This design comes from an exercise in tuning for small area and a short achievable clock period on the open sky130 flow, not from production work. The RTL was checked by simulation tests, not by an equivalence proof against the original design.

==> 01-15: inputs <==
## riscvPipe
module riscvPipe (
    input  logic                   clk,
    input  logic                   reset,
    input  logic [32-1:0]    instr,
    output logic                   retireValid,
    output logic [5-1:0] retireRd,
    output logic [64-1:0]       retireData
);
make LEC_CHECK=0 CAP_MARGIN=20 CORE_MARGIN=2 CORE_UTILIZATION=55 SETUP_SLACK_MARGIN=4.6 SLEW_MARGIN=30 TNS_END_PERCENT=5 finish   # period 8.0 ns
run.sh (not shown) runs the stock make flow with config.mk's settings and CLKGATE_MAP_FILE= SYNTH_SCRIPT=/design/flow/synth_recipe.tcl, a recipe that flattens the netlist after the stock synthesis.
==> inputs of 10-17, as changes to 01-15 <==
--- a/flow/design.v
+++ b/flow/design.v
@@ -100,12 +100,13 @@
     input  logic                   bypassA,
     input  logic                   bypassB,
     input  logic                   useImm,
     input  logic [11:0]            imm,
     input  logic [32-1:1]  wbSel,        
     input  logic [64-1:0]       wbData,
+    input  logic [64-1:0]       bypassData,   
     output logic [32-1:1]  validNext,
     output logic [64-1:0]       readA,
     output logic [64-1:0]       readB
 );
     logic [64-1:0]      regs [32-1:1];
     logic [32-1:1] regValid;
@@ -128,14 +129,14 @@
         rfA = '0;
         rfB = '0;
         for (int i = 1; i < 32; i++) begin
             rfA = rfA | ({64{rs1Sel[i]}} & regs[i]);
             rfB = rfB | ({64{rs2Sel[i]}} & regs[i]);
         end
-        readA = bypassA ? wbData : rfA;
-        readB = bypassB ? wbData : rfB;
+        readA = bypassA ? bypassData : rfA;
+        readB = bypassB ? bypassData : rfB;
         if (useImm) readB = {{(64-12){imm[11]}}, imm};
     end
 endmodule
 `timescale 1ns/1ns
 module executeUnit (
     input  logic                   clk,
@@ -150,12 +151,13 @@
     input  logic                   idSll,
     input  logic                   idWrite,
     input  logic [5-1:0] idRd,
     output logic                   exWrite,
     output logic [5-1:0] exRd,
     output logic [32-1:1]  wbSel,
+    output logic [64-1:0]       wbData,       
     output logic                   retireValid,
     output logic [5-1:0] retireRd,
     output logic [64-1:0]       retireData
 );
     localparam int N = 64;
     logic [N-1:0] a;
@@ -243,13 +245,16 @@
             retireValid <= exWrite;
             for (int i = 1; i < 32; i++) wbSel[i] <= exWrite && (exRd == i);
         end
     end
     always_ff @(posedge clk) begin
         retireRd   <= exRd;
-        for (int i = 0; i < N; i++) retireData[i] <= carry[i] ? res1[i] : res0[i];
+        for (int i = 0; i < N; i++) begin
+            retireData[i] <= carry[i] ? res1[i] : res0[i];
+            if (exWrite) wbData[i] <= carry[i] ? res1[i] : res0[i];
+        end
     end
 endmodule
 `timescale 1ns/1ns
 module riscvPipe (
     input  logic                   clk,
     input  logic                   reset,
@@ -274,12 +279,13 @@
     logic [64-1:0]       readB;
     logic                   fwdA;
     logic                   fwdB;
     logic                   exWrite;
     logic [5-1:0] exRd;
     logic [32-1:1]  wbSel;
+    logic [64-1:0]       wbData;
     logic [32-1:1]  validNext;
     instrDecoder decoder_i (
         .clk      (clk),
         .reset    (reset),
         .instr    (instr),
         .exWrite  (exWrite),
@@ -307,13 +313,14 @@
         .rs2Sel  (rs2Sel),
         .bypassA (bypassA),
         .bypassB (bypassB),
         .useImm  (idUseImm),
         .imm     (idImm),
         .wbSel   (wbSel),
-        .wbData  (retireData),
+        .wbData  (wbData),
+        .bypassData(retireData),
         .validNext(validNext),
         .readA   (readA),
         .readB   (readB)
     );
     executeUnit execute_i (
         .clk         (clk),
@@ -328,11 +335,12 @@
         .idSll       (idSll),
         .idWrite     (idWrite),
         .idRd        (idRd),
         .exWrite     (exWrite),
         .exRd        (exRd),
         .wbSel       (wbSel),
+        .wbData      (wbData),
         .retireValid (retireValid),
         .retireRd    (retireRd),
         .retireData  (retireData)
     );
 endmodule
==> flow/flow/run.sh (new file) <==
#!/bin/bash
set -euo pipefail
cd "$(dirname "${BASH_SOURCE[0]}")/.."
bash standard.sh \
  "CTS_ARGS=-sink_clustering_enable -repair_clock_nets -dont_use_dummy_load -sink_clustering_size 30 -sink_clustering_max_diameter 80" \
  finish > flow_make.log 2>&1
==> flow/standard.sh (new file) <==
#!/bin/bash
# synth_recipe.tcl (not shown) runs the flow's synth.tcl, then flattens the netlist and writes it again
# the make line also repeats each setting of config.mk as NAME=value (left out here)
make -C /OpenROAD-flow-scripts/flow DESIGN_CONFIG=/design/flow/config.mk WORK_HOME=/design/flow/orfs CLKGATE_MAP_FILE= SYNTH_SCRIPT=/design/flow/synth_recipe.tcl "${@:-finish}"
CTS_CLUSTER_DIAMETER = 80   (was default)
CTS_CLUSTER_SIZE = 30   (was default)
PLACE_DENSITY = 0.65   (was default)
SETUP_SLACK_MARGIN = 5   (was 4.6)
TNS_END_PERCENT = 100   (was 5)
removed: flow/run.sh
==> inputs of 05-14, as changes to 01-15 <==
--- a/flow/design.v
+++ b/flow/design.v
@@ -100,12 +100,13 @@
     input  logic                   bypassA,
     input  logic                   bypassB,
     input  logic                   useImm,
     input  logic [11:0]            imm,
     input  logic [32-1:1]  wbSel,        
     input  logic [64-1:0]       wbData,
+    input  logic [64-1:0]       bypassData,   
     output logic [32-1:1]  validNext,
     output logic [64-1:0]       readA,
     output logic [64-1:0]       readB
 );
     logic [64-1:0]      regs [32-1:1];
     logic [32-1:1] regValid;
@@ -128,14 +129,14 @@
         rfA = '0;
         rfB = '0;
         for (int i = 1; i < 32; i++) begin
             rfA = rfA | ({64{rs1Sel[i]}} & regs[i]);
             rfB = rfB | ({64{rs2Sel[i]}} & regs[i]);
         end
-        readA = bypassA ? wbData : rfA;
-        readB = bypassB ? wbData : rfB;
+        readA = bypassA ? bypassData : rfA;
+        readB = bypassB ? bypassData : rfB;
         if (useImm) readB = {{(64-12){imm[11]}}, imm};
     end
 endmodule
 `timescale 1ns/1ns
 module executeUnit (
     input  logic                   clk,
@@ -150,19 +151,21 @@
     input  logic                   idSll,
     input  logic                   idWrite,
     input  logic [5-1:0] idRd,
     output logic                   exWrite,
     output logic [5-1:0] exRd,
     output logic [32-1:1]  wbSel,
+    output logic [64-1:0]       wbData,       
     output logic                   retireValid,
     output logic [5-1:0] retireRd,
     output logic [64-1:0]       retireData
 );
     localparam int N = 64;
     logic [N-1:0] a;
     logic [N-1:0] b;
+    logic [N-1:0] aShN;          
     logic [7:0]   shLo;          
     logic [7:0]   shHi;          
     logic         sub;
     logic         opAdd;
     logic         opAnd;
     logic         opOr;
@@ -193,13 +196,13 @@
         carry = {g[6][N-2:0], 1'b0};
     end
     always_comb begin
         shByte = '0;
         shl    = '0;
         for (int k = 0; k < 8; k++) begin
-            shByte = shByte | ({N{shLo[k]}} & (a << k));
+            shByte = shByte | ({N{shLo[k]}} & ((~aShN) << k));
         end
         for (int k = 0; k < 8; k++) begin
             shl = shl | ({N{shHi[k]}} & (shByte << (8 * k)));
         end
     end
     assign x     = a ^ b ^ {N{sub}};
@@ -216,13 +219,14 @@
         nextB0 = fwdB ? res0 : readB;
         nextB1 = fwdB ? res1 : readB;
         for (int i = 0; i < 6; i++) nextSh[i] = carry[i] ? nextB1[i] : nextB0[i];
     end
     always_ff @(posedge clk) begin
         for (int i = 0; i < N; i++) begin
-            a[i] <= carry[i] ? nextA1[i] : nextA0[i];
+            a[i]    <= carry[i] ? nextA1[i] : nextA0[i];
+            aShN[i] <= !(carry[i] ? nextA1[i] : nextA0[i]);
             b[i] <= carry[i] ? nextB1[i] : nextB0[i];
         end
         for (int k = 0; k < 8; k++) begin
             shLo[k] <= (nextSh[2:0] == k);
             shHi[k] <= (nextSh[5:3] == k);
         end
@@ -243,13 +247,16 @@
             retireValid <= exWrite;
             for (int i = 1; i < 32; i++) wbSel[i] <= exWrite && (exRd == i);
         end
     end
     always_ff @(posedge clk) begin
         retireRd   <= exRd;
-        for (int i = 0; i < N; i++) retireData[i] <= carry[i] ? res1[i] : res0[i];
+        for (int i = 0; i < N; i++) begin
+            retireData[i] <= carry[i] ? res1[i] : res0[i];
+            if (exWrite) wbData[i] <= carry[i] ? res1[i] : res0[i];
+        end
     end
 endmodule
 `timescale 1ns/1ns
 module riscvPipe (
     input  logic                   clk,
     input  logic                   reset,
@@ -274,12 +281,13 @@
     logic [64-1:0]       readB;
     logic                   fwdA;
     logic                   fwdB;
     logic                   exWrite;
     logic [5-1:0] exRd;
     logic [32-1:1]  wbSel;
+    logic [64-1:0]       wbData;
     logic [32-1:1]  validNext;
     instrDecoder decoder_i (
         .clk      (clk),
         .reset    (reset),
         .instr    (instr),
         .exWrite  (exWrite),
@@ -307,13 +315,14 @@
         .rs2Sel  (rs2Sel),
         .bypassA (bypassA),
         .bypassB (bypassB),
         .useImm  (idUseImm),
         .imm     (idImm),
         .wbSel   (wbSel),
-        .wbData  (retireData),
+        .wbData  (wbData),
+        .bypassData(retireData),
         .validNext(validNext),
         .readA   (readA),
         .readB   (readB)
     );
     executeUnit execute_i (
         .clk         (clk),
@@ -328,11 +337,12 @@
         .idSll       (idSll),
         .idWrite     (idWrite),
         .idRd        (idRd),
         .exWrite     (exWrite),
         .exRd        (exRd),
         .wbSel       (wbSel),
+        .wbData      (wbData),
         .retireValid (retireValid),
         .retireRd    (retireRd),
         .retireData  (retireData)
     );
 endmodule
CTS_CLUSTER_DIAMETER = 80   (was default)
CTS_CLUSTER_SIZE = 30   (was default)
PLACE_DENSITY = 0.65   (was default)
SETUP_SLACK_MARGIN = 5   (was 4.6)
TNS_END_PERCENT = 100   (was 5)
==> comparison <==
Of 05-14 and 10-17, 10-17 has the higher clock skew (gap 0.045 ns).
Register-to-register slack, lowest first: 01-15, 10-17, 05-14.
Setup slack, highest first: 05-14, 10-17, 01-15.
Die area: 05-14 > 10-17 > 01-15.

---

==> job 5246 <==
riscvPipe with an RTL version that a note above also has.
clock: 8.0 ns
lec_check: 0
cap_margin: 20
core_margin: 2
core_utilization: 55
place_density: 0.65
setup_slack_margin: 5
slew_margin: 30
tns_end_percent: 100
Stock flow here: none of the scripts above is used.
==> job 1611: changes against job 5246 <==
- CORE_UTILIZATION: 55 -> 60
- CTS_CLUSTER_DIAMETER: not set -> 80
- CTS_CLUSTER_SIZE: not set -> 30
- PLACE_DENSITY: 0.65 -> 0.7
==> impl_metrics.ini <==
[clocking]
h-tree-depth = 3
cts_resized = 812

[pwr]
power_leakage_nw = 39.2
ir_worst_vdd_mv = 0.262
p_sw_mw = 4.73
power_frac_seq = 0.633

[outcome]
status = no timing/DRC/antenna violations

[route]
drtIter0Drc = 28200
met3_wirelength_um = 121000

[timing]
fin_skew_ns = 0.0779
finalCriticalPeriod_ns = 3.57

[floorplan]
die_w_um = 425

[finish]
multi_input_area_sq_um = 35000

[worst_setup_path]
worstPathCellList = buf_6 > a22o_1 > a221oi_1 > nand4_1 > nor3_4 > a21oi_1 > nor2_1 > a21oi_1 > xor2_1
critical_path_depth = 9
rr_worst_depth = 9
# the run above: job 1611

==> impl_metrics.ini <==
[route]
drtIter0Drc = 26800
met3_wirelength_um = 119000

[global_route]
use_met3 = 0.340

[floorplan]
die_w_um = 443

[worst_setup_path]
r2r_start = decoder_i.rs1Sel[13]
rr_worst_depth = 8
critical_path_depth = 8
worstPathCellList = buf_4 > a221oi_1 > nand4_1 > nor3_2 > a21oi_1 > nor2_1 > a21oi_1 > xor2_1

[pwr]
p_sw_mw = 5.37
ir_worst_vdd_mv = 0.239
power_leakage_nw = 41.4

[timing]
finalCriticalPeriod_ns = 3.57
fin_skew_ns = 0.0542

[clocking]
cts_made_buffers = 237
cts_resized = 956
h-tree-depth = 4

[outcome]
status = no timing/DRC/antenna violations

[finish]
fin_area_sq_um = 124000
# the run above: job 5246

[separate check: timing with driven ports]
In the flow no input, the clock included, has a driving cell. The finished layouts below were timed again as built, in two steps.
Step 1 assumes that a clkbuf_16 drives the clock port and a buf_2 every other input.
Step 2, shift: input delay + t, output delay - t, t = (earliest + latest rising clock arrival at the registers) / 2. This alone moves slack from input paths to output paths.
Slacks: no drivers / after step 1 / after step 2; pairs: no drivers / after step 1.
run | t, ns | setup slack, ns | latest minus earliest clock arrival (ns)
01-15 | 0.991 | 4.082 / 4.082 / 4.048 | 0.091 / 0.091
10-17 | 0.922 | 4.275 / 4.275 / 4.250 | 0.125 / 0.124
05-14 | 0.959 | 4.565 / 4.565 / 4.148 | 0.073 / 0.072
job 5246 | 1.006 | 4.428 / 4.428 / 4.218 | 0.060 / 0.059
job 1611 | 0.976 | 4.432 / 4.432 / 4.347 | 0.078 / 0.078
After both steps every run listed still meets setup and hold. The setup slack of 05-14, which loses most, moves by 0.000 ns with the drivers and by -0.417 ns with both steps.
